This is an optimization exercise on Yosys and OpenROAD, whose aim is small area, not a production implementation. In this exercise RTL edits were held to simulation tests only and were not proved equivalent to the original. No activity file was given, so power comes from the tool's default toggle rates. The clock port is modelled as an ideal driver; clocking choices that lean on that would not hold on a real chip.

## flow/design.v

```verilog
module load_input_buffer #(
  parameter int IN_W       = 8,
  parameter int IMG_BITS   = 784,
  parameter int RD_W       = 1,
  parameter int DOUBLE_BUF = 1,
  localparam int WORDS     = IMG_BITS / IN_W,
  localparam int RDEPTH    = IMG_BITS / RD_W,
  localparam int RA_W      = (RDEPTH > 1) ? $clog2(RDEPTH) : 1,
  localparam int WC_W      = (WORDS > 1) ? $clog2(WORDS) : 1
) (
  input  logic            clk,
  input  logic            rst,
  input  logic            trigger,
  input  logic [IN_W-1:0] data,
  input  logic [RA_W-1:0] addr,
  output logic [RD_W-1:0] q,
  output logic            ready,
  input  logic            release_i,
  output logic            loading,
  output logic            drop,
  output logic [WC_W-1:0] wr_cnt
);
  localparam int WB = IMG_BITS - IN_W;             
  localparam logic [WC_W-1:0] LAST_CNT = WC_W'(WORDS - 1);
  logic [WB-1:0]       w_q;        
  logic [IN_W-1:0]     l_q;        
  logic [IMG_BITS-1:0] r_q;        
  logic                r_full_q;   
  logic                w_full_q;   
  logic [WC_W-1:0]     cnt_q;
  logic                drop_q;
  logic [RD_W-1:0]     q_q;
  logic wr_ok, last, rel, shift, done, to_r, to_l, ld_r;
  assign wr_ok = trigger & ~w_full_q;
  assign last  = (cnt_q == LAST_CNT);
  assign rel   = release_i & r_full_q;
  assign shift = wr_ok & ~last;
  assign done  = wr_ok & last;
  assign to_r  = done & (~r_full_q | rel);
  assign to_l  = done & r_full_q & ~rel;
  assign ld_r  = to_r | (rel & w_full_q);
  always_ff @(posedge clk) begin
    if (rst) begin
      cnt_q    <= '0;
      r_full_q <= 1'b0;
      w_full_q <= 1'b0;
      drop_q   <= 1'b0;
    end else begin
      if (done)       cnt_q <= '0;
      else if (shift) cnt_q <= cnt_q + 1'b1;
      r_full_q <= ld_r | (r_full_q & ~rel);
      w_full_q <= to_l | (w_full_q & ~rel);
      drop_q   <= trigger & w_full_q;
    end
  end
  logic p_q;
  logic [IN_W-1:0] dx;
  assign dx = data ^ {IN_W{p_q}};
  always_ff @(posedge clk) begin
    if (rst) p_q <= 1'b0;
    else     p_q <= ~p_q;
  end
  logic shift_n, to_l_n, ld_r_n;
  assign shift_n = ~shift;
  assign to_l_n  = ~to_l;
  assign ld_r_n  = ~ld_r;
  logic [WB-1:0]       w_d;
  logic [IN_W-1:0]     l_d;
  logic [IMG_BITS-1:0] r_d, r_src;
  logic [WB-1:0]       w_src;
  assign w_src = {dx, w_q[WB-1:IN_W]};
  assign r_src = {(w_full_q ? l_q : dx), w_q};
  for (genvar i = 0; i < WB; i++) begin : g_w
    lib_hold_mux u_m (.s(shift), .s_n(shift_n), .a(w_q[i]), .b(w_src[i]), .y(w_d[i]));
  end
  for (genvar i = 0; i < IN_W; i++) begin : g_l
    lib_hold_mux u_m (.s(to_l), .s_n(to_l_n), .a(l_q[i]), .b(dx[i]), .y(l_d[i]));
  end
  for (genvar i = 0; i < IMG_BITS; i++) begin : g_r
    lib_hold_mux u_m (.s(ld_r), .s_n(ld_r_n), .a(r_q[i]), .b(r_src[i]), .y(r_d[i]));
  end
  always_ff @(posedge clk) begin
    w_q <= w_d;
    l_q <= l_d;
    r_q <= r_d;
  end
  always_ff @(posedge clk) begin
    if (rst)                              q_q <= '0;
    else if (addr < RA_W'(RDEPTH))        q_q <= r_q[addr] ^ p_q;
    else                                  q_q <= '0;
  end
  assign q       = q_q;
  assign ready   = r_full_q;
  assign drop    = drop_q;
  assign wr_cnt  = cnt_q;
  assign loading = (cnt_q != '0);
endmodule
module lib_hold_mux (
  input  logic s,
  input  logic s_n,
  input  logic a,
  input  logic b,
  output logic y
);
  assign y = ~((s | a) & (s_n | b));
endmodule
```

## flow/run.sh

```bash
#!/bin/bash
# synth_recipe.tcl (not shown) runs the flow's synth.tcl, then flattens the netlist and writes it again
# the make line also repeats each setting of config.mk as NAME=value (left out here)
make -C /OpenROAD-flow-scripts/flow DESIGN_CONFIG=/design/flow/config.mk WORK_HOME=/design/flow/orfs CLKGATE_MAP_FILE= SYNTH_SCRIPT=/design/flow/synth_recipe.tcl finish
```

## flow/config.mk

```make
export PLATFORM = sky130hd
export DESIGN_NAME = load_input_buffer
export DESIGN_NICKNAME = load_input_buffer
export VERILOG_FILES = /design/flow/design.v
export SDC_FILE = /design/flow/constraint.sdc
export NUM_CORES = 4
export LEC_CHECK = 0
export CAP_MARGIN = 20
export CORE_MARGIN = 2
export CORE_UTILIZATION = 40
export SLEW_MARGIN = 20
export SYNTH_HIERARCHICAL = 1
export SYNTH_MINIMUM_KEEP_SIZE = 0
```

## flow/constraint.sdc

```tcl
create_clock -name core_clock -period 6.0 [get_ports {clk}]
set_input_delay 1.2000 -clock core_clock [delete_from_list [all_inputs] [get_ports {clk}]]
set_output_delay 1.2000 -clock core_clock [all_outputs]
set_load 0.01 [all_outputs]
```

==> out/results.tsv, run 1 <==
metric	value	unit
status	timing/DRC/antenna clean	
irDropWorstVdd	0.306	mV
hold_buffers	0	
drv_cap	0	
crit_path_end_kind	register	
gp_congestion	0.769	
yosysTopAreaCellShare	65.0	%
rows	127	
postCtsSetupBuffers	0	
ys_seq_area_share	65.0	%
antenna_found_initial	2	
die_area	124000	µm²
fin_crit_sh	70.2	%
drt_first_pass_iters	5	
h-tree-depth	4	
final.setup_skew	26.4	ps
synth_edf_count	0	
final-max-slew-violation-count	0	
critPathTopFamily	simple AND/OR/NAND/NOR gates	
cp.arrival	4850	ps
start_kind	input port	
start_util	40.4	%
numCtsBuffers	158	
syn_area	48700	µm²
grt_pass1_vias	34200	
rsz0062_at_grt	false	
grt-ovfl-total	0	
required	6640	ps
path_clk_slew	60	ps
cts_root_buffer	clkbuf_16	
avgRoutedWirePerCell	22.0	µm
grt_max_degree	222	
synthCells	3817	
clockBufferDepth	3	
synthTopCellsByCount	1580 x dfxtp_1, 1573 x o22ai_1, 163 x mux4_2	
hold_violations	0	
hold_path.class	register to register	
nets	4020	
grt_pass1_wl	199	mm
avgSynthCellArea	12.7	µm²
fmax	0.237	GHz
pre_cts_ws	1150	ps
p_per_area	427	nW/µm²
ioPinCount	33	
tightest_slew	1300	ps
drtIter0Drc	2540	
setup_viol	0	
synth.distinct_cells	59	
relSlewSlack	13.5	%
critPathKind	input port to register	
crit_chain	buf_8, and2_0, buf_4, a221oi_1, nor3_1, o31a_1, o21ai_0, a211oi_1, nor3_1, mux2i_1	
yosysWarnings	7	
dominantRegCellSynth	dfxtp_1	
yosys.area.top_type	dfxtp_1	
cts_sinks	1580	
drc	0	
synth_area_leaders	dfxtp_1 65%, o22ai_1 20%, mux4_2 7.5%, mux2i_1 1.9%, buf_6 0.32%	
insertion_delay	760	ps
finalSetupTns	0	ps
synth.most_common_cell	dfxtp_1	
ys_seq_elements	1580	
post_dp_cell_area	51400	µm²
die_y	353	µm
synthesis.nets	3842	
postCtsResizedCells	0	
ant_nets	0	
chipWidth	353	µm
worstPathMaxFanout	78	
viasPerCell	6.08	
vias	34900	
core	120000	µm²
numPortBuffers	32	
post-dp-hpwl	73.0	mm
area_growth	17.1	%
setup_slack	1790	ps
fin_util	47.4	%
max_stage_delay	1040	ps
fin_crit	4210	ps
grt.total_usage	19.7	%
layout-drive-gt1-share	12.7	%
crit_path_top_delay_cell	and2_0	
drt-total-wl	126	mm
power.leakage	20.9	nW
crit_top_cell	nor3_1	
worst-path-buf-inv	2	
final_cell_area	57000	µm²
ys_async_sr_fraction	0	%
cts_tree	done	
-- path summary, 6_finish.rpt --
check | from | end | slack (ps) | cells after the start
setup / recovery | addr[1] | q_q$_SDFF_PP0_ | 1790 | 10
hold / removal | r_q[417]$_DFF_P_ | r_q[417]$_DFF_P_ | 450 | 1
setup reg to reg | w_full_q$_SDFF_PP0_ | r_q[202]$_DFF_P_ | 2400 | 7
hold reg to reg | r_q[417]$_DFF_P_ | r_q[417]$_DFF_P_ | 450 | 1
-- cell type report --
class	instances	area, µm²
fill	10900	63300
sequential	1580	31600
multi-input combinational	2150	16600
clock buffer	230	4710
tap	1612	2020
timing repair buffer	96	1170
clock inverter	61	865
inverter	9	48.8
antenna	2	5.00
-- per-module statistics from Yosys, one instance, submodules excluded --
module             cells  area (µm²)
load_input_buffer   2249       38800
lib_hold_mux           1        6.26
-- through the flow --
step,hold slack [ps],std cells,total power (W)
after global placement,434,5447,0.0142
after detailed placement,441,5447,0.0143
after global routing,462,5738,0.0253
final,447,5740,0.0243
after CTS,451,5738,0.0245
after floorplan,426,3817,0.0137
-- cell families after synthesis --
logic type | after synthesis | synth area share [%]
and+or+nand+nor | 154 | 1.56
adders and majority gates | 3 | 0.0772
buffers and inverters | 87 | 1.03
AOI/OAI and AO/OA | 1711 | 22.3
DFF | 1580 | 65.0
xor gates and xnor gates | 14 | 0.252
muxes | 268 | 9.74
-- state kept, by name, indices dropped and copies added, names as in the netlist --
name and flops:
w_full_q 1, cnt_q 7, q_q 1, l_q 8, drop_q 1, r_full_q 1, r_q 784, w_q 776
p_q 1
-- placed cells by master (no fill, tap or decap), types with 11 or more instances in the layout --
cell,count
nand3_1,11
nor2_1,36
o22ai_1,1573
nor2b_1,14
buf_4,36
nand2_1,31
a211oi_1,12
mux2i_1,92
buf_12,29
a221oi_1,17
mux4_2,163
clkbuf_1,27
mux2_2,13
nor3_1,20
clkbuf_16,161
a21oi_1,20
o21ai_0,20
a221o_1,12
a22oi_1,15
xor2_1,11
bufinv_16,13
clkbuf_8,42
dfxtp_1,1580
clkdlybuf4s50_1,28
clkinv_2,29
-- layer usage --
metal  part of all wire (%)  wire length (µm)  global-route usage, %
met5                  0.021                26                      0
met1                     45             57400                   27.1
met3                    5.3              6740                   4.05
met2                     46             58600                   30.6
met4                    2.8              3570                   7.07
-- power by group --
group	switching [W]	internal [W]
registers	0.000866	0.0116
logic	0.000731	0.000869
clock network	0.00420	0.00607
==> inputs of run 2 (changes only) <==
--- a/flow/design.v
+++ b/flow/design.v
@@ -72,11 +72,11 @@
   assign r_src = {(w_full_q ? l_q : dx), w_q};
   for (genvar i = 0; i < WB; i++) begin : g_w
-    lib_hold_mux u_m (.s(shift), .s_n(shift_n), .a(w_q[i]), .b(w_src[i]), .y(w_d[i]));
+    lib_oai22 u_m (.a1(shift), .a2(w_q[i]), .b1(shift_n), .b2(w_src[i]), .y(w_d[i]));
   end
   for (genvar i = 0; i < IN_W; i++) begin : g_l
-    lib_hold_mux u_m (.s(to_l), .s_n(to_l_n), .a(l_q[i]), .b(dx[i]), .y(l_d[i]));
+    lib_oai22 u_m (.a1(to_l), .a2(l_q[i]), .b1(to_l_n), .b2(dx[i]), .y(l_d[i]));
   end
   for (genvar i = 0; i < IMG_BITS; i++) begin : g_r
-    lib_hold_mux u_m (.s(ld_r), .s_n(ld_r_n), .a(r_q[i]), .b(r_src[i]), .y(r_d[i]));
+    lib_oai22 u_m (.a1(ld_r), .a2(r_q[i]), .b1(ld_r_n), .b2(r_src[i]), .y(r_d[i]));
   end
   always_ff @(posedge clk) begin
@@ -85,8 +85,28 @@
     r_q <= r_d;
   end
+  localparam int NCOL = 32;
+  localparam int NROW = (IMG_BITS + NCOL - 1) / NCOL;    
+  logic [NCOL-1:0] col_n;
+  logic [NROW-1:0] row_n, term;
+  logic            valid, rd_inv;
+  for (genvar c = 0; c < NCOL; c++) begin : g_col
+    assign col_n[c] = ~(addr[4:0] == 5'(c));
+  end
+  for (genvar r = 0; r < NROW; r++) begin : g_row
+    assign row_n[r] = ~(addr[RA_W-1:5] == (RA_W-5)'(r));
+  end
+  for (genvar r = 0; r < NROW; r++) begin : g_rd
+    localparam int NB = (IMG_BITS - r*NCOL < NCOL) ? IMG_BITS - r*NCOL : NCOL;   
+    if (NB == NCOL) begin : g_f
+      lib_rd_row #(.N(NCOL)) u_r (.col_n(col_n), .bits(r_q[r*NCOL +: NCOL]), .row_n(row_n[r]), .y(term[r]));
+    end else begin : g_h
+      lib_rd_row #(.N(NB)) u_r (.col_n(col_n[NB-1:0]), .bits(r_q[r*NCOL +: NB]), .row_n(row_n[r]), .y(term[r]));
+    end
+  end
+  assign valid  = (addr < RA_W'(RDEPTH));
+  assign rd_inv = |term;
   always_ff @(posedge clk) begin
-    if (rst)                              q_q <= '0;
-    else if (addr < RA_W'(RDEPTH))        q_q <= r_q[addr] ^ p_q;
-    else                                  q_q <= '0;
+    if (rst) q_q <= '0;
+    else     q_q <= valid & ~(rd_inv ^ p_q);
   end
   assign q       = q_q;
@@ -96,11 +116,21 @@
   assign loading = (cnt_q != '0);
 endmodule
-module lib_hold_mux (
-  input  logic s,
-  input  logic s_n,
-  input  logic a,
-  input  logic b,
+module lib_oai22 (
+  input  logic a1,
+  input  logic a2,
+  input  logic b1,
+  input  logic b2,
   output logic y
 );
-  assign y = ~((s | a) & (s_n | b));
+  assign y = ~((a1 | a2) & (b1 | b2));
 endmodule
+module lib_rd_row #(
+  parameter int N = 32
+) (
+  input  logic [N-1:0] col_n,
+  input  logic [N-1:0] bits,
+  input  logic         row_n,
+  output logic         y
+);
+  assign y = ~row_n & |(~col_n & ~bits);
+endmodule
==> run 2 against run 1 <==
Compared with the run above:
- synthesized cell count rose by 0.47%
- hold slack got worse by 9.5 ps
- critical path type unchanged
- register-to-register slack improved by 540 ps
- sequential cell count did not move
- routed wire length rose by 20%
==> out/results.tsv, run 2 <==
metric	value	unit	change
die_y	342	µm	was 353 µm
dp.cells	5481		was 5447
fmax	0.210	GHz	was 0.237 GHz
wl_met1	65.9	mm	was 57.4 mm
drtIter0Drc	4494		was 2540
synthesis.nets	3860		was 3842
regArea	31600	µm²	about the same
postCtsSetupBuffers	0		unchanged
ys_seq_elements	1580		unchanged
ys_seq_area_share	69.2	%	was 65.0%
setup_viol	0		unchanged
avgRoutedWirePerCell	26.3	µm	was 22.0 µm
switching_share	23.1	%	was 23.8%
synth.most_common_cell	o22ai_1		was dfxtp_1
p_comb_share	4.7	%	was 6.6%
cts_sinks	1580		unchanged
tightest_slew	1210	ps	was 1300 ps
grt_pass1_wl	224	mm	was 199 mm
ys_async_sr_fraction	0	%	unchanged
fin_crit	4750	ps	was 4210 ps
grt.total_usage	24.9	%	was 19.7%
insertion_delay	770	ps	was 760 ps
area_growth	19.1	%	was 17.1%
yosys.area.top_type	dfxtp_1		unchanged
final_cells	5757		was 5740
synthCells	3835		was 3817
final_cell_mix	1958 x o22ai_1, 1577 x dfxtp_1, 160 x clkbuf_16		was 1580 x dfxtp_1, 1573 x o22ai_1, 163 x mux4_2
syn_area	45700	µm²	was 48700 µm²
postCtsResizedCells	0		unchanged
drv_cap	0		unchanged
p_int	0.0177	W	was 0.0186 W
drc	0		unchanged
n_antenna_cell	0		was 2
wl_met2	65.4	mm	was 58.6 mm
largest_register	r_q		unchanged
clock_power_share	42.9	%	was 42.2%
fillers	10500		was 10900
ioPinCount	33		unchanged
yosysTopAreaCellShare	69.2	%	was 65.0%
grt_max_degree	203		was 222
synth_area_leaders	dfxtp_1 69%, o22ai_1 27%, nor4_1 1.4%, nand2_1 0.54%, a41oi_1 0.46%		was dfxtp_1 65%, o22ai_1 20%, mux4_2 7.5%, mux2i_1 1.9%, buf_6 0.32%
largest_reg_flops	784		unchanged
hold_violations	0		unchanged
antenna_found_initial	0		was 2
clockBufferDepth	3		unchanged
path_clk_slew	60	ps	about the same
status	timing/DRC/antenna clean		unchanged
yosysWarnings	7		unchanged
final-max-slew-violation-count	0		unchanged
synthTopCellsByCount	1958 x o22ai_1, 1580 x dfxtp_1, 101 x nor4_1		was 1580 x dfxtp_1, 1573 x o22ai_1, 163 x mux4_2
power.leakage	20.4	nW	was 20.9 nW
numPortBuffers	32		unchanged
wl_met3	13.7	mm	was 6.74 mm
start_util	40.2	%	was 40.4%
top_regs	r_q: 784 flops, w_q: 776 flops, l_q: 8 flops		unchanged
gp_congestion	0.904		was 0.769
irDropWorstVdd	0.253	mV	was 0.306 mV
rsz0062_at_grt	false		unchanged
finalSetupTns	0	ps	unchanged
post-dp-hpwl	94.2	mm	was 73.0 mm
final.setup_skew	39.1	ps	was 26.4 ps
viasPerCell	6.51		was 6.08
rows	124		was 127
vias	37500		was 34900
cts_root_buffer	clkbuf_16		unchanged
core	114000	µm²	was 120000 µm²
relSlewSlack	19.1	%	was 13.5%
ant_nets	0		unchanged
h-tree-depth	4		unchanged
hold_buffers	0		unchanged
required	6700	ps	was 6640 ps
fin_util	47.8	%	was 47.4%
crit_path_end_kind	register		unchanged
die_area	117000	µm²	was 124000 µm²
hold_path.class	register to register		unchanged
synth.distinct_cells	44		was 59
start_kind	input port		unchanged
cts_tree	done		unchanged
p_seq_share	52.4	%	was 51.3%
p_per_area	422	nW/µm²	was 427 nW/µm²
chipWidth	342	µm	was 353 µm
dominantRegCellSynth	dfxtp_1		unchanged
nets	4152		was 4020
layout-drive-gt1-share	9.54	%	was 12.7%
fin_total_pwr	0.0229	W	was 0.0243 W
numCtsBuffers	156		was 158
drt-total-wl	151	mm	was 126 mm
cp.arrival	5450	ps	was 4850 ps
avgSynthCellArea	11.9	µm²	was 12.7 µm²
synth_edf_count	0		unchanged
multi_input_area	14200	µm²	was 16600 µm²
critPathKind	input port to register		unchanged
hold_slack	437	ps	was 447 ps
final_common_cell	o22ai_1		was dfxtp_1
grt-ovfl-total	0		unchanged
highest_layer	met4		was met5
switchingPower	0.00529	W	was 0.00579 W
drt_first_pass_iters	6		was 5
grt_pass1_vias	35000		was 34200
worstPathMaxFanout	16		was 78
fin_crit_sh	79.2	%	was 70.2%
-- run 2: cell types whose count changed after synthesis, moves of 16 or more --
cell,change
a221oi_1,-17
a41oi_1,+21
clkbuf_1,-30
mux2i_1,-91
mux4_2,-163
nand2_1,+34
nor2_1,-25
nor3_1,-16
nor4_1,+98
o21ai_0,-18
o22ai_1,+385
-- run 2: layer usage --
| layer | global-route usage [%] | vias up |
|---|---|---|
| li1 | - | 16800 |
| met5 | 0 | - |
| met4 | 10.1 | 0 |
| met1 | 35.2 | 18500 |
| met3 | 5.81 | 391 |
| met2 | 36.6 | 1817 |
-- run 2: cell families (layout without fill, tap and decap cells) --
| kind of cell | after synthesis | count (layout) | synth area share (%) |
|---|---|---|---|
| xor+xnor | 13 | 13 | 0.249 |
| buf+inv | 12 | 422 | 0.118 |
| fa+ha+maj | 3 | 3 | 0.0821 |
| flops | 1580 | 1580 | 69.2 |
| compound gates | 1996 | 1996 | 27.5 |
| mux | 9 | 9 | 0.219 |
| simple gates | 222 | 222 | 2.68 |
-- run 2: through the flow --
| stage | cell area [µm²] | setup WS (ps) |
|---|---|---|
| floorplan | 45700 | -34170 |
| global placement | 49200 | 533 |
| detailed placement | 49200 | 586 |
| CTS | 54400 | 1390 |
| global route | 54400 | 1170 |
| finish | 54400 | 1250 |
-- run 2: power by group through the flow --
stage / Combinational [W] / Clock, W / Sequential [W]
5_1_grt: 0.00117 / 0.0104 / 0.0121
2_1_floorplan: 0.000863 / 0 / 0.0120
3_3_place_gp: 0.00103 / 0 / 0.0122
6_report: 0.00108 / 0.00984 / 0.0120
3_5_place_dp: 0.00106 / 0 / 0.0122
4_1_cts: 0.00106 / 0.00998 / 0.0120
-- run 2: worst max-delay path: stages --
cell	delay (ps)
clkdlybuf4s50_1	630
and2_1	420
nand2_2	620
buf_4	380
o22ai_1	150
nor4_1	510
a41oi_1	380
nor4_1	270
nand4_1	300
or3_1	440
a21oi_1	150
-- run 2: final cells by class --
class / instances / share of cell area [%]
flip-flops and latches: 1580 / 58.1
clock buffers: 238 / 8.56
clock inverters: 38 / 1.00
multi-input cells: 2243 / 26.0
well taps: 1512 / 3.48
inverters: 5 / 0.0483
repair buffers: 141 / 2.80
-- run 2: path summary, 6_finish.rpt --
path | endpoint | slack (ps) | start | depth (start not counted)
worst min register to register | w_q[244]$_DFF_P_ | 440 | w_q[252]$_DFF_P_ | 1
worst max-delay path | q_q$_SDFF_PP0_ | 1250 | addr[0] | 11
worst min-delay path | w_q[244]$_DFF_P_ | 440 | w_q[252]$_DFF_P_ | 1
worst max register to register | r_q[184]$_DFF_P_ | 2940 | w_full_q$_SDFF_PP0_ | 6
-- run 2: per-module statistics from Yosys (local to each module, per instance), excerpt --
module             times used  flops+latches
lib_oai22                1568              0
load_input_buffer           1           1580
==> inputs of run 3 (changes only) <==
--- a/flow/config.mk
+++ b/flow/config.mk
@@ -8,5 +8,6 @@
 export CAP_MARGIN = 20
 export CORE_MARGIN = 2
-export CORE_UTILIZATION = 40
+export CORE_UTILIZATION = 60
+export CTS_BUF_LIST = sky130_fd_sc_hd__clkbuf_4
 export SLEW_MARGIN = 20
 export SYNTH_HIERARCHICAL = 1
==> run 3 against run 2 <==
Compared with the run above:
- critical path depth down 1
- register-to-register slack got worse by 590 ps
- still clean on timing, DRC and antenna
- count of clock-buffer cells in the layout rose by 319
- global-route usage grew 13 points
- critical endpoint unchanged
- sequential cell count is the same
- utilization grew 23 points
- clock skew increased by 72 ps
- cell count is 2.5% lower
- maximum frequency is 6.7% higher
- combinational power about the same
- sequential power barely moved
- worst setup slack better by 300 ps
==> out/results.tsv, run 3 <==
metric	value	unit	change
status	timing/DRC/antenna clean		unchanged
crit_top_cell	nor4_1		unchanged
largest_reg_flops	784		unchanged
core	75700	µm²	was 114000 µm²
start_kind	input port		unchanged
synth_area_leaders	dfxtp_1 69%, o22ai_1 27%, nor4_1 1.4%, nand2_1 0.54%, a41oi_1 0.46%		unchanged
cp.arrival	5510	ps	was 5450 ps
ys_seq_elements	1580		unchanged
tightest_slew	1400	ps	was 1210 ps
crit_chain	clkdlybuf4s50_1, and3_1, nand2_1, o22ai_1, nor4_1, a41oi_1, nor4_1, nand4_1, or3_1, a21oi_1		was clkdlybuf4s50_1, and2_1, nand2_2, buf_4, o22ai_1, nor4_1, a41oi_1, nor4_1, nand4_1, or3_1, a21oi_1
final_common_cell	o22ai_1		unchanged
numPortBuffers	32		unchanged
grt_pass1_vias	37500		was 35000
hold_buffers	0		unchanged
relSlewSlack	6.40	%	was 19.1%
insertion_delay	1220	ps	was 770 ps
cts_root_buffer	clkbuf_4		was clkbuf_16
start_util	60.4	%	was 40.2%
irDropWorstVdd	0.259	mV	was 0.253 mV
grt_pass1_wl	227	mm	was 224 mm
drt-total-wl	152	mm	was 151 mm
crit_path_top_delay_cell	nor4_1		was clkdlybuf4s50_1
cts_sinks	1580		unchanged
p_per_area	407	nW/µm²	was 422 nW/µm²
synthesis.nets	3860		unchanged
chipWidth	280	µm	was 342 µm
drc	0		unchanged
synth_edf_count	0		unchanged
vias	40000		was 37500
setup_viol	0		unchanged
hold_slack	386	ps	was 437 ps
finalSetupTns	0	ps	unchanged
rows	101		was 124
postCtsResizedCells	0		unchanged
fillers	5705		was 10500
required	7060	ps	was 6700 ps
fmax	0.224	GHz	was 0.210 GHz
antenna_found_initial	9		was 0
fin_util	70.4	%	was 47.8%
postCtsSetupBuffers	0		unchanged
synth.most_common_cell	o22ai_1		unchanged
grt.total_usage	37.6	%	was 24.9%
area_growth	16.6	%	was 19.1%
largest_register	r_q		unchanged
drtIter0Drc	5395		was 4494
ioPinCount	33		unchanged
yosys.area.top_type	dfxtp_1		unchanged
die_y	280	µm	was 342 µm
dominantRegCellSynth	dfxtp_1		unchanged
fin_crit	4450	ps	was 4750 ps
avgSynthCellArea	11.9	µm²	unchanged
cts_tree	done		unchanged
yosysWarnings	7		unchanged
synthTopCellsByCount	1958 x o22ai_1, 1580 x dfxtp_1, 101 x nor4_1		unchanged
crit_path_end_kind	register		unchanged
grt-ovfl-total	0		unchanged
ant_nets	0		unchanged
h-tree-depth	5		was 4
layout-drive-gt1-share	16.1	%	was 9.54%
max_stage_delay	1000	ps	was 630 ps
hold_violations	0		unchanged
critPathKind	input port to register		unchanged
nets	4397		was 4152
post-dp-hpwl	93.2	mm	was 94.2 mm
drt_first_pass_iters	8		was 6
grt_max_degree	236		was 203
numCtsBuffers	387		was 156
final_cell_mix	1958 x o22ai_1, 1577 x dfxtp_1, 557 x clkbuf_4		was 1958 x o22ai_1, 1577 x dfxtp_1, 160 x clkbuf_16
final.setup_skew	111	ps	was 39.1 ps
ys_seq_area_share	69.2	%	unchanged
avgRoutedWirePerCell	27.1	µm	was 26.3 µm
final-max-slew-violation-count	0		unchanged
syn_area	45700	µm²	unchanged
yosysTopAreaCellShare	69.2	%	unchanged
fin_crit_sh	74.2	%	was 79.2%
clockBufferDepth	4		was 3
worstPathMaxFanout	12		was 16
top_regs	r_q: 784 flops, w_q: 776 flops, l_q: 8 flops		unchanged
setup_slack	1550	ps	was 1250 ps
viasPerCell	7.12		was 6.51
pre_cts_ws	691	ps	was 586 ps
drv_cap	0		unchanged
rsz0062_at_grt	false		unchanged
gp_congestion	0.961		was 0.904
hold_path.class	register to register		unchanged
path_clk_slew	70	ps	was 60 ps
synthCells	3835		unchanged
synth.distinct_cells	44		unchanged
die_area	78400	µm²	was 117000 µm²
power.leakage	20.6	nW	was 20.4 nW
ys_async_sr_fraction	0	%	unchanged
-- run 3: cell type report --
type	instances	area [µm²]	share of cell area, %
Antenna cell	5	12.5	0.0235
Tap cell	978	1220	2.30
Timing Repair Buffer	155	1590	2.99
Clock inverter	92	513	0.963
Sequential cell	1580	31600	59.4
Multi-Input combinational cell	2243	14100	26.5
Clock buffer	557	4180	7.85
Inverter	5	26.3	0.0493
-- run 3: stage by stage --
| step | std cells | power (W) | instance area [µm²] |
|---|---|---|---|
| floorplan | 3835 | 0.0129 | 45700 |
| global placement | 4961 | 0.0133 | 48600 |
| detailed placement | 4961 | 0.0133 | 48600 |
| CTS | 5610 | 0.0218 | 53300 |
| global route | 5614 | 0.0225 | 53300 |
| finish | 5615 | 0.0217 | 53300 |
-- run 3: cells by family (layout without fill, tap and decap cells) --
family                     Yosys count  after routing  share of synthesized area (%)
xor gates and xnor gates            13             13                          0.249
buffers and inverters               12            809                          0.118
and+or+nand+nor                    222            222                           2.68
AOI/OAI and AO/OA                 1996           1996                           27.5
muxes                                9              9                          0.219
other                                0              5                              0
adders and majority gates            3              3                         0.0821
DFF                               1580           1580                           69.2
-- run 3: metal layers --
layer  GRT usage [%]  up-vias  routed length, µm
met5               0        -                 80
met4            16.7       14               6570
met3            11.3      518              18600
met2            53.5     2624              64100
met1            53.0    19300              63000
li1                -    17500                  -
-- run 3: report_power, final --
| group | internal [W] | leakage [nW] | total (W) | switching (W) |
|---|---|---|---|---|
| Sequential | 0.0113 | 13.9 | 0.0121 | 0.000759 |
| Combinational | 0.000564 | 3.94 | 0.00109 | 0.000530 |
| Clock | 0.00445 | 2.79 | 0.00854 | 0.00409 |
-- run 3: worst paths after layout --
check	from	end	slack [ps]	cells past startpoint
worst max-delay path	addr[3]	q_q$_SDFF_PP0_	1550	10
worst min-delay path	w_q[341]$_DFF_P_	r_q[341]$_DFF_P_	390	1
worst max register to register	cnt_q[1]$_SDFFE_PP0P_	w_q[489]$_DFF_P_	2350	7
worst min register to register	w_q[341]$_DFF_P_	r_q[341]$_DFF_P_	390	1
-- run 3: Yosys stat by module (local to each module, per instance), a selection --
| module | times used | cells |
|---|---|---|
| lib_oai22 | 1568 | 1 |
| load_input_buffer | 1 | 1751 |
-- run 3: worst max-delay path: cells and delay by family --
kind | cells | cell delay, ps
and+or+nand+nor | 6 | 3250
buffers and inverters | 1 | 550
AOI/OAI and AO/OA | 3 | 490
==> inputs of run 4 (changes only) <==
--- a/flow/config.mk
+++ b/flow/config.mk
@@ -9,5 +9,7 @@
 export CORE_MARGIN = 2
 export CORE_UTILIZATION = 60
-export CTS_BUF_LIST = sky130_fd_sc_hd__clkbuf_4
+export CTS_BUF_LIST = sky130_fd_sc_hd__clkbuf_16
+export CTS_CLUSTER_DIAMETER = 100
+export CTS_CLUSTER_SIZE = 25
 export SLEW_MARGIN = 20
 export SYNTH_HIERARCHICAL = 1
==> run 4 against run 3 <==
Compared with the run above:
- still clean
- power is 14% lower
- critical path depth stayed put
- hold slack better by 62 ps
- clock skew is 91 ps lower
- maximum frequency is 8.2% lower
- clock power is 36% lower
- synthesized cell count stayed put
- largest cell class unchanged
==> out/results.tsv, run 4 <==
metric	value	unit	change
switchingPower	0.00448	W	was 0.00538 W
hold_violations	0		unchanged
finalSetupTns	0	ps	unchanged
area_growth	10.5	%	was 16.6%
clock_power_share	29.4	%	was 39.3%
critPathLaunch	addr[4]		was addr[3]
required	6590	ps	was 7060 ps
die_y	280	µm	unchanged
start_kind	input port		unchanged
synthCells	3835		unchanged
hold_path.class	register to register		unchanged
synth.most_common_cell	o22ai_1		unchanged
insertion_delay	660	ps	was 1220 ps
cts_root_buffer	clkbuf_16		was clkbuf_4
fmax	0.206	GHz	was 0.224 GHz
ant_nets	0		unchanged
synthTopCellsByCount	1958 x o22ai_1, 1580 x dfxtp_1, 101 x nor4_1		unchanged
synth_edf_count	0		unchanged
final_cells	5040		was 5615
grt_pass1_vias	34500		was 37500
hold_buffers	0		unchanged
layout-drive-gt1-share	6.11	%	was 16.1%
worstPathMaxFanout	12		unchanged
gp_congestion	0.961		unchanged
core	75700	µm²	unchanged
dominantRegCellSynth	dfxtp_1		unchanged
p_comb_share	5.8	%	was 5.0%
synthesis.nets	3860		unchanged
irDropWorstVdd	0.252	mV	was 0.259 mV
critPathKind	input port to register		unchanged
p_int	0.0142	W	was 0.0163 W
start_util	60.4	%	unchanged
relSlewSlack	16.0	%	was 6.40%
numCtsBuffers	73		was 387
drv_cap	0		unchanged
avgSynthCellArea	11.9	µm²	unchanged
ioPinCount	33		unchanged
synth.distinct_cells	44		unchanged
antenna_found_initial	6		was 9
vias	37700		was 40000
path_clk_slew	100	ps	was 70 ps
cp.arrival	5440	ps	was 5510 ps
largest_reg_flops	784		unchanged
dp.cells	4961		unchanged
numPortBuffers	32		unchanged
final.setup_skew	19.6	ps	was 111 ps
grt_max_degree	236		unchanged
drtIter0Drc	5418		was 5395
ys_seq_elements	1580		unchanged
fin_crit	4850	ps	was 4450 ps
syn_area	45700	µm²	unchanged
fillers	5846		was 5705
p_per_area	369	nW/µm²	was 407 nW/µm²
crit_path_end_kind	register		unchanged
fin_util	66.8	%	was 70.4%
clockBufferDepth	3		was 4
grt.total_usage	36.5	%	was 37.6%
drc	0		unchanged
die_area	78400	µm²	unchanged
nets	4083		was 4397
fin_crit_sh	80.9	%	was 74.2%
cts_tree	done		unchanged
yosysTopAreaCellShare	69.2	%	unchanged
ys_async_sr_fraction	0	%	unchanged
drt_first_pass_iters	8		unchanged
drt-total-wl	148	mm	was 152 mm
final-max-slew-violation-count	0		unchanged
switching_share	24.0	%	was 24.8%
post-dp-hpwl	93.2	mm	unchanged
yosys.area.top_type	dfxtp_1		unchanged
cts_sinks	1580		unchanged
postCtsResizedCells	0		unchanged
n_antenna_cell	0		was 5
setup_viol	0		unchanged
yosysWarnings	7		unchanged
h-tree-depth	3		was 5
p_seq_share	64.7	%	was 55.6%
final_common_cell	o22ai_1		unchanged
reg2regPathDepth	5		was 7
power.leakage	18.8	nW	was 20.6 nW
r2r_slack	2400	ps	was 2350 ps
viasPerCell	7.48		was 7.12
postCtsSetupBuffers	0		unchanged
endpoint	q_q$_SDFF_PP0_		unchanged
avgRoutedWirePerCell	29.3	µm	was 27.1 µm
synth_area_leaders	dfxtp_1 69%, o22ai_1 27%, nor4_1 1.4%, nand2_1 0.54%, a41oi_1 0.46%		unchanged
rsz0062_at_grt	false		unchanged
final_cell_mix	1958 x o22ai_1, 1577 x dfxtp_1, 101 x nor4_1		was 1958 x o22ai_1, 1577 x dfxtp_1, 557 x clkbuf_4
status	timing/DRC/antenna clean		unchanged
ys_seq_area_share	69.2	%	unchanged
grt-ovfl-total	0		unchanged
tightest_slew	1260	ps	was 1400 ps
r2r_end	w_q[332]$_DFF_P_		was w_q[489]$_DFF_P_
top_regs	r_q: 784 flops, w_q: 776 flops, l_q: 8 flops		unchanged
rows	101		unchanged
largest_register	r_q		unchanged
grt_pass1_wl	220	mm	was 227 mm
chipWidth	280	µm	unchanged
reg2reg_from	cnt_q[4]$_SDFFE_PP0P_		was cnt_q[1]$_SDFFE_PP0P_
[run 4: Yosys stat by module, one instance, submodules excluded, a selection]
module / area [µm²] / flops+latches / copies in the design
lib_oai22: 6.26 / 0 / 1568
load_input_buffer: 32600 / 1580 / 1
[run 4: critical path, stage by stage]
cell and delay, ps:
clkdlybuf4s50_1 550, and2_1 310, nand2_1 750, o22ai_1 150
nor4_1 340, a41oi_1 190, nor4_1 980, nand4_1 380
or3_1 440, a21oi_1 140
[run 4: worst min path at each step]
stage | cells past startpoint | endpoint | start
global placement | 1 | r_q[7]$_DFF_P_ | w_q[7]$_DFF_P_
finish | 1 | r_q[7]$_DFF_P_ | w_q[7]$_DFF_P_
detailed placement | 1 | r_q[7]$_DFF_P_ | w_q[7]$_DFF_P_
global route | 1 | r_q[7]$_DFF_P_ | w_q[7]$_DFF_P_
CTS | 1 | r_q[7]$_DFF_P_ | w_q[7]$_DFF_P_
floorplan | 1 | r_q[1]$_DFF_P_ | w_q[1]$_DFF_P_
[run 4: power groups by stage]
stage / logic, W / registers, W / clock network, W
2_1_floorplan: 0.000863 / 0.0120 / 0
3_3_place_gp: 0.00102 / 0.0123 / 0
3_5_place_dp: 0.00106 / 0.0123 / 0
4_1_cts: 0.00107 / 0.0120 / 0.00551
5_1_grt: 0.00117 / 0.0122 / 0.00588
6_report: 0.00109 / 0.0121 / 0.00549
[run 4: layer usage]
| metal | global-route usage (%) | routed length [µm] |
|---|---|---|
| met1 | 53.4 | 62700 |
| met2 | 51.5 | 61600 |
| met3 | 9.24 | 16600 |
| met4 | 14.5 | 6950 |
| met5 | 0 | 71 |
[run 4: logic make-up (layout without fill, tap and decap cells)]
family,count (synthesis),in the layout,synth area share (%)
buffers and inverters,12,239,0.118
AOI/OAI and AO/OA,1996,1996,27.5
and+or+nand+nor,222,222,2.68
muxes,9,9,0.219
xor gates and xnor gates,13,13,0.249
DFF,1580,1580,69.2
adders and majority gates,3,3,0.0821
[run 4: area by class of cell]
class / instances / area, µm² / area share (%)
clock buffers: 76 / 1900 / 3.76
multi-input cells: 2243 / 14100 / 27.9
well taps: 978 / 1220 / 2.42
clock inverters: 3 / 45.0 / 0.0891
flip-flops and latches: 1580 / 31600 / 62.6
inverters: 5 / 26.3 / 0.0520
repair buffers: 155 / 1590 / 3.15
[run 4: metrics by stage]
step                setup slack [ps]  total power [W]  area (µm²)  hold slack [ps]
finish                          1150           0.0186       50500              448
global placement                 740           0.0133       48600              436
CTS                             1360           0.0186       50500              452
detailed placement               691           0.0133       48600              439
global route                    1290           0.0192       50500              472
floorplan                     -34170           0.0129       45700              426
==> inputs of run 5 (changes only) <==
--- a/flow/config.mk
+++ b/flow/config.mk
@@ -6,11 +6,12 @@
 export NUM_CORES = 4
 export LEC_CHECK = 0
-export CAP_MARGIN = 20
+export CAP_MARGIN = 0
 export CORE_MARGIN = 2
 export CORE_UTILIZATION = 60
 export CTS_BUF_LIST = sky130_fd_sc_hd__clkbuf_16
-export CTS_CLUSTER_DIAMETER = 100
-export CTS_CLUSTER_SIZE = 25
-export SLEW_MARGIN = 20
+export CTS_CLUSTER_DIAMETER = 80
+export CTS_CLUSTER_SIZE = 30
+export GPL_TIMING_DRIVEN = 0
+export SLEW_MARGIN = 0
 export SYNTH_HIERARCHICAL = 1
 export SYNTH_MINIMUM_KEEP_SIZE = 0
==> run 5 against run 4 <==
Compared with the run above:
- now fails the layout checks on capacitance limit, slew limit
- sequential share of layout area decreased by 0.77 points
- power down 3.4%
- via count decreased by 2.7%
- utilization up 0.84 points
- sequential power about the same
- first-iteration DRC count is 20% lower
- largest cell class unchanged
- largest power group unchanged
==> out/results.tsv, run 5 <==
metric	value	unit	change
final-max-slew-violation-count	7		was 0
use_met2	50.7	%	was 51.5%
postCtsResizedCells	0		unchanged
synthCells	3835		unchanged
die_y	280	µm	unchanged
hold_buffers	0		unchanged
top_usage_layer	met2		was met1
crit_top_cell	nor4_1		unchanged
tightest_slew	1520	ps	was 1260 ps
grt-ovfl-total	0		unchanged
ant_nets	0		unchanged
status	failed layout checks		was timing/DRC/antenna clean
die_area	78400	µm²	unchanged
setup_viol	0		unchanged
max_stage_delay	1210	ps	was 980 ps
start_kind	input port		unchanged
numPortBuffers	32		unchanged
chipWidth	280	µm	unchanged
drv_cap	1		was 0
top_regs	r_q: 784 flops, w_q: 776 flops, l_q: 8 flops		unchanged
synth_area_leaders	dfxtp_1 69%, o22ai_1 27%, nor4_1 1.4%, nand2_1 0.54%, a41oi_1 0.46%		unchanged
hold_violations	0		unchanged
irDropWorstVdd	0.330	mV	was 0.252 mV
cp.arrival	6020	ps	was 5440 ps
ys_seq_area_share	69.2	%	unchanged
largest_reg_flops	784		unchanged
yosysTopAreaCellShare	69.2	%	unchanged
fin_crit	5470	ps	was 4850 ps
finalSetupTns	0	ps	unchanged
critPathKind	input port to register		unchanged
rows	101		unchanged
core	75700	µm²	unchanged
fmax	0.183	GHz	was 0.206 GHz
clockBufferDepth	3		unchanged
fin_util	67.6	%	was 66.8%
synth_edf_count	0		unchanged
violations	capacitance limit, slew limit		
grt.total_usage	33.4	%	was 36.5%
gp_congestion	0.787		was 0.961
start_util	60.4	%	unchanged
area_growth	11.9	%	was 10.5%
fillers	5727		was 5846
viasPerCell	7.32		was 7.48
post-dp-hpwl	84.7	mm	was 93.2 mm
grt_max_degree	170		was 236
gr-usage-met1	48.9	%	was 53.4%
nets	4049		was 4083
fin_crit_sh	91.1	%	was 80.9%
largest_register	r_q		unchanged
vias	36700		was 37700
ioPinCount	33		unchanged
grt_pass1_wl	205	mm	was 220 mm
drc	0		unchanged
relSlewSlack	-1.72	%	was 16.0%
synthTopCellsByCount	1958 x o22ai_1, 1580 x dfxtp_1, 101 x nor4_1		unchanged
layout-drive-gt1-share	5.53	%	was 6.11%
power.leakage	19.0	nW	was 18.8 nW
grtUsageMet3	5.30	%	was 9.24%
crit_path_end_kind	register		unchanged
ys_async_sr_fraction	0	%	unchanged
antenna_found_initial	1		was 6
synth.distinct_cells	44		unchanged
final.setup_skew	24.9	ps	was 19.6 ps
postCtsSetupBuffers	0		unchanged
dominantRegCellSynth	dfxtp_1		unchanged
ys_seq_elements	1580		unchanged
final_common_cell	o22ai_1		unchanged
dp.cells	4942		was 4961
hold_path.class	register to register		unchanged
path_clk_slew	110	ps	was 100 ps
cts_sinks	1580		unchanged
worstPathMaxFanout	13		was 12
numCtsBuffers	58		was 73
cts_tree	done		unchanged
crit_chain	clkdlybuf4s50_1, nor2b_1, clkbuf_1, nand2_2, buf_12, o22ai_1, nor4_1, a41oi_1, nor4_1, nand3_1, or3_1, a21oi_1		was clkdlybuf4s50_1, and2_1, nand2_1, o22ai_1, nor4_1, a41oi_1, nor4_1, nand4_1, or3_1, a21oi_1
p_per_area	352	nW/µm²	was 369 nW/µm²
h-tree-depth	2		was 3
crit_path_top_delay_cell	nor4_1		unchanged
n_antenna_cell	0		unchanged
yosysWarnings	7		unchanged
synthesis.nets	3860		unchanged
drtIter0Drc	4331		was 5418
final_cell_mix	1958 x o22ai_1, 1577 x dfxtp_1, 101 x nor4_1		unchanged
cts_root_buffer	clkbuf_16		unchanged
avgSynthCellArea	11.9	µm²	unchanged
synth.most_common_cell	o22ai_1		unchanged
final_cells	5007		was 5040
yosys.area.top_type	dfxtp_1		unchanged
required	6550	ps	was 6590 ps
drt-total-wl	135	mm	was 148 mm
insertion_delay	680	ps	was 660 ps
drt_first_pass_iters	6		was 8
avgRoutedWirePerCell	27.0	µm	was 29.3 µm
syn_area	45700	µm²	unchanged
grt_pass1_vias	34400		was 34500
rsz0062_at_grt	false		unchanged
[run 5: cell count changes in the layout (fill, tap and decap cells not counted), sizes merged]
cell and delta:
buf -23, clkbuf -11, clkinv +1, clkinvlp +1, inv -1
[run 5: cell type report]
type	count	area (µm²)	area share (%)
clock buffer	61	1530	2.98
inverter	5	26.3	0.0513
sequential	1580	31600	61.8
clock inverter	4	18.8	0.0367
multi-input combinational	2243	14200	27.7
timing repair buffer	129	2550	4.99
buffer	7	35.0	0.0685
tap	978	1220	2.39
[run 5: worst max-delay path: cells and delay by family]
family / cells / cell delay (ps)
AND/OR/NAND/NOR: 6 / 2990
buffers and inverters: 3 / 1030
AO/OA/AOI/OAI: 3 / 750
[run 5: per-module statistics from Yosys (local to each module, per instance), excerpt]
module,copies in the design,area [µm²]
lib_oai22,1568,6.26
load_input_buffer,1,32600
[run 5: stage by stage]
| step | cell area (µm²) | power (W) | setup WS, ps | hold WS (ps) |
|---|---|---|---|---|
| 4_1_cts | 51200 | 0.0180 | 629 | 458 |
| 3_3_place_gp | 47300 | 0.0133 | -80220 | 433 |
| 3_5_place_dp | 49600 | 0.0134 | -65.1 | 442 |
| 5_1_grt | 51200 | 0.0186 | 449 | 474 |
| 2_1_floorplan | 45700 | 0.0129 | -34170 | 426 |
| 6_report | 51200 | 0.0180 | 532 | 459 |
[run 5: final timing paths]
check,start,to,slack (ps),cells after the start
hold / removal,l_q[6]$_DFF_P_,l_q[6]$_DFF_P_,460,1
setup reg to reg,cnt_q[1]$_SDFFE_PP0P_,r_q[146]$_DFF_P_,2060,12
setup / recovery,addr[4],q_q$_SDFF_PP0_,530,12
hold reg to reg,l_q[6]$_DFF_P_,l_q[6]$_DFF_P_,460,1
[run 5: kinds of logic (layout without fill, tap and decap cells)]
| family | after synthesis | count (layout) | share of synthesized area, % |
|---|---|---|---|
| multiplexers | 9 | 9 | 0.219 |
| adder cells (fa/ha/maj) | 3 | 3 | 0.0821 |
| flip-flops | 1580 | 1580 | 69.2 |
| buffers and inverters | 12 | 206 | 0.118 |
| AND/OR/NAND/NOR | 222 | 222 | 2.68 |
| XOR/XNOR | 13 | 13 | 0.249 |
| AO/OA/AOI/OAI | 1996 | 1996 | 27.5 |
[run 5: metal layers]
layer | up-vias | share of wire, %
met5 | - | 0.0096
met4 | 2 | 3.3
met3 | 266 | 8.4
met2 | 1699 | 44
met1 | 18200 | 44
li1 | 16500 | -
[run 5: power breakdown]
group          internal [W]  leakage, nW  switching (W)
Combinational      0.000593         4.34       0.000554
Clock               0.00183        0.760        0.00300
Sequential           0.0113         13.9       0.000713
Total                0.0137         19.0        0.00427
==> inputs of run 6 (changes only) <==
--- a/flow/config.mk
+++ b/flow/config.mk
@@ -12,5 +12,4 @@
 export CTS_CLUSTER_DIAMETER = 80
 export CTS_CLUSTER_SIZE = 30
-export GPL_TIMING_DRIVEN = 0
 export SLEW_MARGIN = 0
 export SYNTH_HIERARCHICAL = 1
==> run 6 against run 5 <==
Compared with the run above:
- the run now finishes clean
- die area stayed put
- combinational power is 5% lower
- via count is 2.6% higher
- first-iteration DRC count is 31% higher
- clock power is 0.8% higher
- clock skew is 4.4 ps higher
- sequential power hardly changed
- synthesized area stayed put
- utilization is 1.4 points lower
- cell count is 0.42% higher
- power is 0.15% higher
- critical path type unchanged
==> out/results.tsv, run 6 <==
metric	value	unit	change
cp.arrival	5380	ps	was 6020 ps
die_area	78400	µm²	unchanged
critPathKind	input port to register		unchanged
synthCells	3835		unchanged
fin_crit	4750	ps	was 5470 ps
final-max-slew-violation-count	0		was 7
holdPathEnd	l_q[4]$_DFF_P_		was l_q[6]$_DFF_P_
hold_slack	457	ps	was 459 ps
clockBufferDepth	3		unchanged
worst-path-buf-inv	1		was 3
chipWidth	280	µm	unchanged
avgRoutedWirePerCell	29.2	µm	was 27.0 µm
drv_cap	0		was 1
crit_chain	clkdlybuf4s50_1, and3_1, nand2_1, o22ai_1, nor4_1, a41oi_1, nor4_1, nand4_1, or3_1, a21oi_1		was clkdlybuf4s50_1, nor2b_1, clkbuf_1, nand2_2, buf_12, o22ai_1, nor4_1, a41oi_1, nor4_1, nand3_1, or3_1, a21oi_1
ys_seq_area_share	69.2	%	unchanged
grt_max_degree	236		was 170
viasPerCell	7.48		was 7.32
postCtsResizedCells	0		unchanged
path_clk_slew	110	ps	about the same
fin_crit_sh	79.1	%	was 91.1%
insertion_delay	690	ps	was 680 ps
hold_buffers	0		unchanged
layout-drive-gt1-share	5.75	%	was 5.53%
grt_pass1_wl	218	mm	was 205 mm
required	6630	ps	was 6550 ps
start_util	60.4	%	unchanged
cts_sinks	1580		unchanged
synth_area_leaders	dfxtp_1 69%, o22ai_1 27%, nor4_1 1.4%, nand2_1 0.54%, a41oi_1 0.46%		unchanged
grt-ovfl-total	0		unchanged
synthTopCellsByCount	1958 x o22ai_1, 1580 x dfxtp_1, 101 x nor4_1		unchanged
drt_first_pass_iters	9		was 6
yosysWarnings	7		unchanged
rows	101		unchanged
grt.total_usage	36.2	%	was 33.4%
yosysTopAreaCellShare	69.2	%	unchanged
relSlewSlack	14.2	%	was -1.72%
finalSetupTns	0	ps	unchanged
h-tree-depth	2		unchanged
reg2reg_from	cnt_q[4]$_SDFFE_PP0P_		was cnt_q[1]$_SDFFE_PP0P_
final_common_cell	o22ai_1		unchanged
numCtsBuffers	59		was 58
ant_nets	0		unchanged
fmax	0.211	GHz	was 0.183 GHz
max_stage_delay	960	ps	was 1210 ps
crit_path_end_kind	register		unchanged
hold_violations	0		unchanged
synth_edf_count	0		unchanged
fillers	5885		was 5727
cts_root_buffer	clkbuf_16		unchanged
hold_path.class	register to register		unchanged
ys_seq_elements	1580		unchanged
synth.most_common_cell	o22ai_1		unchanged
tightest_slew	1290	ps	was 1520 ps
fin_util	66.2	%	was 67.6%
vias	37600		was 36700
power.leakage	18.6	nW	was 19.0 nW
critPathTopFamily	simple AND/OR/NAND/NOR gates		unchanged
numPortBuffers	32		unchanged
grt_pass1_vias	34300		was 34400
drt-total-wl	147	mm	was 135 mm
status	timing/DRC/antenna clean		was failed layout checks
nets	4069		was 4049
min_from	l_q[4]$_DFF_P_		was l_q[6]$_DFF_P_
drtIter0Drc	5670		was 4331
largest_reg_flops	784		unchanged
synthesis.nets	3860		unchanged
ys_async_sr_fraction	0	%	unchanged
start_kind	input port		unchanged
synth.distinct_cells	44		unchanged
area_growth	9.64	%	was 11.9%
dominantRegCellSynth	dfxtp_1		unchanged
rsz0062_at_grt	false		unchanged
cts_tree	done		unchanged
gp_congestion	0.961		was 0.787
p_per_area	360	nW/µm²	was 352 nW/µm²
drc	0		unchanged
r2r_end	w_q[466]$_DFF_P_		was r_q[146]$_DFF_P_
core	75700	µm²	unchanged
top_regs	r_q: 784 flops, w_q: 776 flops, l_q: 8 flops		unchanged
postCtsSetupBuffers	0		unchanged
antenna_found_initial	6		was 1
r2r_slack	2360	ps	was 2060 ps
hold_depth	1		unchanged
post-dp-hpwl	93.2	mm	was 84.7 mm
ioPinCount	33		unchanged
irDropWorstVdd	0.286	mV	was 0.330 mV
final.setup_skew	29.3	ps	was 24.9 ps
largest_register	r_q		unchanged
setup_viol	0		unchanged
die_y	280	µm	unchanged
reg2regPathDepth	5		was 12
crit_top_cell	nor4_1		unchanged
final_cell_mix	1958 x o22ai_1, 1577 x dfxtp_1, 101 x nor4_1		unchanged
yosys.area.top_type	dfxtp_1		unchanged
avgSynthCellArea	11.9	µm²	unchanged
crit_path_top_delay_cell	nor4_1		unchanged
syn_area	45700	µm²	unchanged
worstPathMaxFanout	12		was 13
==> run 6: changes by cell type in the layout (fill, tap and decap cells not counted), moves of 2 or more <==
cell and change:
buf_4 +95, buf_16 -40, buf_12 -28, nand2_1 +16, nand2_2 -16, clkbuf_1 -4, buf_6 -2, clkbuf_16 -2
==> run 6: worst max path at each step <==
stage / from / end / slack, ps / cells after the start
3_5_place_dp: addr[3] / q_q$_SDFF_PP0_ / 690 / 10
2_1_floorplan: cnt_q[4]$_SDFFE_PP0P_ / w_q[0]$_DFF_P_ / -34170 / 4
3_3_place_gp: addr[4] / q_q$_SDFF_PP0_ / 740 / 10
6_report: addr[2] / q_q$_SDFF_PP0_ / 1250 / 10
5_1_grt: addr[3] / q_q$_SDFF_PP0_ / 1330 / 10
4_1_cts: addr[3] / q_q$_SDFF_PP0_ / 1410 / 10
==> run 6: per-module statistics from Yosys, one instance, submodules excluded, excerpt <==
module	times used	flip-flops and latches	cell area (µm²)
lib_oai22	1568	0	6.26
load_input_buffer	1	1580	32600
==> run 6: per-stage QoR <==
| step | total power (W) | std cells | worst slack [ps] | area, µm² |
|---|---|---|---|---|
| after detailed placement | 0.0133 | 4961 | 691 | 48600 |
| after global routing | 0.0186 | 5027 | 1330 | 50100 |
| after global placement | 0.0133 | 4961 | 740 | 48600 |
| after CTS | 0.0180 | 5027 | 1410 | 50100 |
| final | 0.0180 | 5028 | 1250 | 50100 |
| after floorplan | 0.0129 | 3835 | -34170 | 45700 |
==> run 6: where the power goes <==
group	switching, W	leakage (nW)	internal (W)
combinational	0.000525	3.94	0.000564
clock	0.00308	0.762	0.00179
sequential	0.000754	13.9	0.0113
==> run 6: area by class of cell <==
type | instances | area (µm²) | share of cell area [%]
Inverter | 5 | 26.3 | 0.0524
Multi-Input combinational cell | 2243 | 14100 | 28.2
Sequential cell | 1580 | 31600 | 63.1
Clock inverter | 7 | 61.3 | 0.122
Tap cell | 978 | 1220 | 2.44
Antenna cell | 1 | 2.50 | 0.00499
Clock buffer | 59 | 1480 | 2.95
Timing Repair Buffer | 155 | 1590 | 3.18
==> run 6: kinds of logic after synthesis <==
family,Yosys count,share of synthesized area (%)
flip-flops,1580,69.2
XOR/XNOR,13,0.249
AND/OR/NAND/NOR,222,2.68
AO/OA/AOI/OAI,1996,27.5
multiplexers,9,0.219
adder cells (fa/ha/maj),3,0.0821
buffers and inverters,12,0.118
==> run 6: layer usage <==
layer	GRT usage, %	share of wire (%)	vias up
met5	0	0.048	-
met4	13.1	4.3	12
met3	9.07	11	440
met2	51.5	42	2122
met1	53.2	43	18600
li1	-	-	16500
==> inputs of run 7 (changes only) <==
==> flow/flow/run.sh (new file) <==
#!/bin/bash
set -euo pipefail
export BUFFER_PORTS_ARGS="-buffer_cell sky130_fd_sc_hd__buf_1"
export RECOVER_POWER=100
bash standard.sh > standard.log 2>&1
==> flow/standard.sh (new file) <==
#!/bin/bash
# synth_recipe.tcl (not shown) runs the flow's synth.tcl, then flattens the netlist and writes it again
# the make line also repeats each setting of config.mk as NAME=value (left out here)
make -C /OpenROAD-flow-scripts/flow DESIGN_CONFIG=/design/flow/config.mk WORK_HOME=/design/flow/orfs CLKGATE_MAP_FILE= SYNTH_SCRIPT=/design/flow/synth_recipe.tcl "${@:-finish}"
removed: flow/run.sh
==> run 7 against run 6 <==
Compared with the run above:
- now fails the layout checks on capacitance limit, slew limit
- sequential share of layout area increased by 0.96 points
- global-route usage shrank 1.7 points
- register-to-register slack got worse by 1400 ps
- combinational power is essentially flat
- clock skew increased by 1.9 ps
- maximum frequency fell by 6.4%
- synthesized cell count stayed put
- utilization shrank 1.0 points
- clock power about the same
- first-iteration DRC count is 19% lower
- non-clock buffer count down 47
- cell count fell by 0.97%
- critical endpoint is now w_q[349]$_DFF_P_
- largest cell class unchanged
- largest power group unchanged
- highest routed layer unchanged
==> out/results.tsv, run 7 <==
metric	value	unit	change
cp.arrival	5630	ps	was 5380 ps
critPathKind	register to register		was input port to register
area_growth	7.99	%	was 9.64%
ioPinCount	33		unchanged
hold_buffers	0		unchanged
hold_slack	456	ps	was 457 ps
cts_root_buffer	clkbuf_16		unchanged
path_clk_slew	110	ps	about the same
clock_power_share	27.2	%	was 27.0%
final-max-slew-violation-count	463		was 0
yosysTopAreaCellShare	69.2	%	unchanged
hold_violations	0		unchanged
synthesis.nets	3860		unchanged
status	failed layout checks		was timing/DRC/antenna clean
worstPathMaxFanout	127		was 12
postCtsResizedCells	0		unchanged
post-dp-hpwl	84.6	mm	was 93.2 mm
clockBufferDepth	3		unchanged
ys_seq_elements	1580		unchanged
top_regs	r_q: 784 flops, w_q: 776 flops, l_q: 8 flops		unchanged
ys_async_sr_fraction	0	%	unchanged
setup_viol	0		unchanged
largest_reg_flops	784		unchanged
fillers	6000		was 5885
reg2regPathDepth	5		unchanged
layout-drive-gt1-share	4.18	%	was 5.75%
cts_sinks	1580		unchanged
rsz0062_at_grt	false		unchanged
synth.most_common_cell	o22ai_1		unchanged
hold_depth	1		unchanged
viasPerCell	7.45		was 7.48
cp.depth	5		was 10
antenna_found_initial	3		was 6
hold_path.class	register to register		unchanged
drt_first_pass_iters	7		was 9
crit_path_top_delay_cell	clkinvlp_4		was nor4_1
synth_area_leaders	dfxtp_1 69%, o22ai_1 27%, nor4_1 1.4%, nand2_1 0.54%, a41oi_1 0.46%		unchanged
worst-path-buf-inv	2		was 1
start_util	60.4	%	unchanged
postCtsSetupBuffers	0		unchanged
grt.total_usage	34.5	%	was 36.2%
chipWidth	280	µm	unchanged
dominantRegCellSynth	dfxtp_1		unchanged
synthTopCellsByCount	1958 x o22ai_1, 1580 x dfxtp_1, 101 x nor4_1		unchanged
drc	0		unchanged
grt_max_degree	210		was 236
tightest_slew	2600	ps	was 1290 ps
nets	4021		was 4069
synth.distinct_cells	44		unchanged
drt-total-wl	140	mm	was 147 mm
p_seq_share	66.9	%	about the same
final.setup_skew	31.2	ps	was 29.3 ps
synthCells	3835		unchanged
largest_register	r_q		unchanged
numPortBuffers	32		unchanged
pre_cts_ws	620	ps	was 691 ps
p_per_area	365	nW/µm²	was 360 nW/µm²
final_cell_mix	1958 x o22ai_1, 1580 x dfxtp_1, 101 x nor4_1		was 1958 x o22ai_1, 1577 x dfxtp_1, 101 x nor4_1
fin_crit	5070	ps	was 4750 ps
die_area	78400	µm²	unchanged
avgSynthCellArea	11.9	µm²	unchanged
vias	37100		was 37600
max_stage_delay	2030	ps	was 960 ps
h-tree-depth	2		unchanged
avgRoutedWirePerCell	28.2	µm	was 29.2 µm
crit_chain	or3_1, o21ai_0, clkinvlp_4, buf_2, o22ai_1		was clkdlybuf4s50_1, and3_1, nand2_1, o22ai_1, nor4_1, a41oi_1, nor4_1, nand4_1, or3_1, a21oi_1
ant_nets	0		unchanged
relSlewSlack	-73.3	%	was 14.2%
finalSetupTns	0	ps	unchanged
rows	101		unchanged
start_kind	register		was input port
switchingPower	0.00431	W	was 0.00436 W
drv_cap	6		was 0
drtIter0Drc	4599		was 5670
violations	capacitance limit, slew limit		
gp_congestion	0.916		was 0.961
insertion_delay	680	ps	was 690 ps
critPathTopFamily	buffers and inverters		was simple AND/OR/NAND/NOR gates
numCtsBuffers	58		was 59
crit_path_end_kind	register		unchanged
cts_tree	done		unchanged
core	75700	µm²	unchanged
grt-ovfl-total	0		unchanged
switching_share	23.9	%	was 24.2%
syn_area	45700	µm²	unchanged
grt_pass1_wl	210	mm	was 218 mm
fin_crit_sh	84.5	%	was 79.1%
final_common_cell	o22ai_1		unchanged
setup_slack	930	ps	was 1250 ps
p_int	0.0137	W	about the same
final_cell_area	49400	µm²	was 50100 µm²
yosys.area.top_type	dfxtp_1		unchanged
power.leakage	18.2	nW	was 18.6 nW
required	6560	ps	was 6630 ps
yosysWarnings	7		unchanged
die_y	280	µm	unchanged
fmax	0.197	GHz	was 0.211 GHz
ys_seq_area_share	69.2	%	unchanged
synth_edf_count	0		unchanged
p_comb_share	5.9	%	was 6.0%
irDropWorstVdd	0.290	mV	was 0.286 mV
post_dp_cell_area	48000	µm²	was 48600 µm²
grt_pass1_vias	34300		about the same
run 7: path summary, 6_finish.rpt:
check                        start               end  slack, ps
max          cnt_q[4]$_SDFFE_PP0P_  w_q[349]$_DFF_P_        930
min                 w_q[6]$_DFF_P_    r_q[6]$_DFF_P_        460
max reg2reg  cnt_q[4]$_SDFFE_PP0P_  w_q[349]$_DFF_P_        930
min reg2reg         w_q[6]$_DFF_P_    r_q[6]$_DFF_P_        460
run 7: final cells by class:
class,count,area [µm²],area share (%)
diodes,1,2.50,0.00507
clock buffers,61,1530,3.09
clock inverters,3,40.0,0.0811
inverters,5,22.5,0.0456
multi-input cells,2243,14100,28.5
flip-flops and latches,1580,31600,64.1
well taps,978,1220,2.48
repair buffers,108,861,1.74
run 7: per-stage QoR:
step	instances	total power, W	util [%]
floorplan	3835	0.0129	-
global placement	4914	0.0133	63.4
detailed placement	4914	0.0133	63.4
CTS	4978	0.0180	65.4
global route	4978	0.0186	65.2
finish	4979	0.0180	65.2
run 7: routing by layer:
| metal | global-route usage, % | vias up | share of wire, % |
|---|---|---|---|
| li1 | - | 16400 | - |
| met1 | 50.4 | 18400 | 43 |
| met2 | 50.9 | 1963 | 43 |
| met3 | 7.19 | 375 | 10 |
| met4 | 11.9 | 4 | 3.9 |
| met5 | 0 | - | 0.019 |
run 7: kinds of logic after synthesis:
family                     Yosys count  share of synthesized area, %
AOI/OAI and AO/OA                 1996                          27.5
xor gates and xnor gates            13                         0.249
adders and majority gates            3                        0.0821
buffers and inverters               12                         0.118
DFF                               1580                          69.2
muxes                                9                         0.219
and+or+nand+nor                    222                          2.68
run 7: worst reg2reg max path, cell delays in order, from the launching register on:
cell        delay (ps)
dfxtp_1            370
or3_1              450
o21ai_0            400
clkinvlp_4        2030
buf_2             1270
o22ai_1            440
run 7: per-module statistics from Yosys, one instance, submodules excluded, excerpt:
module | cell area, µm² | cells
lib_oai22 | 6.26 | 1
load_input_buffer | 32600 | 1751
run 7: power by group through the flow:
stage	combinational, W	clock, W	sequential [W]
5_1_grt	0.00115	0.00530	0.0122
3_5_place_dp	0.00104	0	0.0123
6_report	0.00107	0.00490	0.0121
3_3_place_gp	0.000997	0	0.0123
4_1_cts	0.00105	0.00495	0.0120
2_1_floorplan	0.000863	0	0.0120
==> inputs of run 8 (changes only) <==
==> flow/flow/run.sh (replaced) <==
#!/bin/bash
set -euo pipefail
export CTS_ARGS="-sink_clustering_enable -repair_clock_nets -dont_use_dummy_load -buf_list sky130_fd_sc_hd__clkbuf_16 -sink_clustering_size 30 -sink_clustering_max_diameter 80"
export BUFFER_PORTS_ARGS="-buffer_cell sky130_fd_sc_hd__buf_1"
bash standard.sh > standard.log 2>&1
==> run 8 against run 7 <==
Compared with the run above:
- now clean on timing, DRC and antenna
- sequential share of layout area fell by 0.054 points
- register-to-register slack better by 1900 ps
- first-iteration DRC count rose by 6.5%
- clock power is 3% lower
- synthesized cell count unchanged
- hold slack gained 0.78 ps
- via count is 0.11% lower
- critical path type is now input port to register
==> out/results.tsv, run 8 <==
metric	value	unit	change
synthTopCellsByCount	1958 x o22ai_1, 1580 x dfxtp_1, 101 x nor4_1		unchanged
insertion_delay	680	ps	about the same
h-tree-depth	2		unchanged
drtIter0Drc	4896		was 4599
top_regs	r_q: 784 flops, w_q: 776 flops, l_q: 8 flops		unchanged
gp_congestion	0.916		unchanged
fin_crit	4870	ps	was 5070 ps
fillers	5971		was 6000
tightest_slew	1320	ps	was 2600 ps
ys_seq_area_share	69.2	%	unchanged
final-max-slew-violation-count	0		was 463
antenna_found_initial	4		was 3
drc	0		unchanged
clock_power_share	26.5	%	was 27.2%
status	timing/DRC/antenna clean		was failed layout checks
switchingPower	0.00427	W	was 0.00431 W
clockBufferDepth	3		unchanged
final_cell_area	49400	µm²	about the same
viasPerCell	7.45		about the same
cts_tree	done		unchanged
yosys.area.top_type	dfxtp_1		unchanged
finalSetupTns	0	ps	unchanged
synthCells	3835		unchanged
core	75700	µm²	unchanged
grt.total_usage	34.4	%	was 34.5%
grt_pass1_vias	34200		was 34300
post-dp-hpwl	84.6	mm	unchanged
numPortBuffers	32		unchanged
largest_reg_flops	784		unchanged
irDropWorstVdd	0.273	mV	was 0.290 mV
ys_seq_elements	1580		unchanged
largest_register	r_q		unchanged
rows	101		unchanged
fmax	0.205	GHz	was 0.197 GHz
cp.arrival	5470	ps	was 5630 ps
setup_viol	0		unchanged
drt_first_pass_iters	10		was 7
ant_nets	0		unchanged
final_common_cell	o22ai_1		unchanged
critPathKind	input port to register		was register to register
postCtsSetupBuffers	0		unchanged
relSlewSlack	11.0	%	was -73.3%
nets	4021		unchanged
rsz0062_at_grt	false		unchanged
vias	37000		was 37100
crit_path_end_kind	register		unchanged
synth.most_common_cell	o22ai_1		unchanged
grt_pass1_wl	210	mm	about the same
layout-drive-gt1-share	4.43	%	was 4.18%
-- run 8: cell counts after synthesis --
No cell type changed its count.
-- run 8: area by class of cell --
cell class / instances / area (µm²) / share of cell area (%)
antenna: 1 / 2.50 / 0.00506
clock buffer: 58 / 1450 / 2.94
inverter: 5 / 26.3 / 0.0532
multi-input combinational: 2243 / 14100 / 28.5
sequential: 1580 / 31600 / 64.0
tap: 978 / 1220 / 2.48
timing repair buffer: 108 / 978 / 1.98
-- run 8: worst paths after layout --
path	to	from	slack, ps	cells after the start
max	q_q$_SDFF_PP0_	addr[2]	1130	11
min	r_q[6]$_DFF_P_	w_q[6]$_DFF_P_	460	1
max reg2reg	r_q[292]$_DFF_P_	w_full_q$_SDFF_PP0_	2780	5
min reg2reg	r_q[6]$_DFF_P_	w_q[6]$_DFF_P_	460	1
-- run 8: cells by family (layout without fill, tap and decap cells) --
kind of cell | after synthesis | after routing | synth area share [%]
flip-flops | 1580 | 1580 | 69.2
other | 0 | 1 | 0
buffers and inverters | 12 | 171 | 0.118
adder cells (fa/ha/maj) | 3 | 3 | 0.0821
AO/OA/AOI/OAI | 1996 | 1996 | 27.5
multiplexers | 9 | 9 | 0.219
AND/OR/NAND/NOR | 222 | 222 | 2.68
XOR/XNOR | 13 | 13 | 0.249
-- run 8: per-module statistics from Yosys, one instance, submodules excluded, a selection --
module	area (µm²)	cells	copies in the design	flops+latches
lib_oai22	6.26	1	1568	0
load_input_buffer	32600	1751	1	1580
-- run 8: worst max-delay path: stages --
cell,delay (ps)
buf_1,250
nor3_1,170
nand2_1,880
buf_4,450
o22ai_1,130
nor4_1,340
a41oi_1,210
nor4_1,860
nand4_1,390
or3_1,440
a21oi_1,140
-- run 8: per-stage QoR --
stage | worst slack, ps | hold slack [ps] | cells | total power [W] | util (%)
after global placement | 678 | 433 | 4914 | 0.0133 | 63.4
final | 1130 | 456 | 4973 | 0.0179 | 65.3
after floorplan | -34170 | 426 | 3835 | 0.0129 | -
after detailed placement | 620 | 443 | 4914 | 0.0133 | 63.4
after CTS | 1340 | 458 | 4972 | 0.0179 | 65.3
after global routing | 1130 | 460 | 4972 | 0.0185 | 65.3
-- run 8: power by group through the flow --
stage,registers (W),logic [W],clock network [W]
floorplan,0.0120,0.000863,0
global placement,0.0123,0.000997,0
detailed placement,0.0123,0.00104,0
CTS,0.0120,0.00105,0.00479
global route,0.0122,0.00115,0.00515
finish,0.0121,0.00107,0.00473
-- run 8: layer usage --
metal | vias up | share of wire, % | GRT usage (%)
met5 | - | 0.016 | 0
met4 | 4 | 3.8 | 11.5
met3 | 358 | 10 | 7.08
met2 | 1967 | 43 | 51.1
met1 | 18400 | 43 | 50.3
li1 | 16300 | - | -

Check on run 8: ideal ports give 1.129 ns setup slack; a clkbuf_16 on the clock port and buf_2 on the inputs give 1.141 ns; moving port delays by the midpoint clock arrival (0.729 ns) as well gives 0.412 ns.
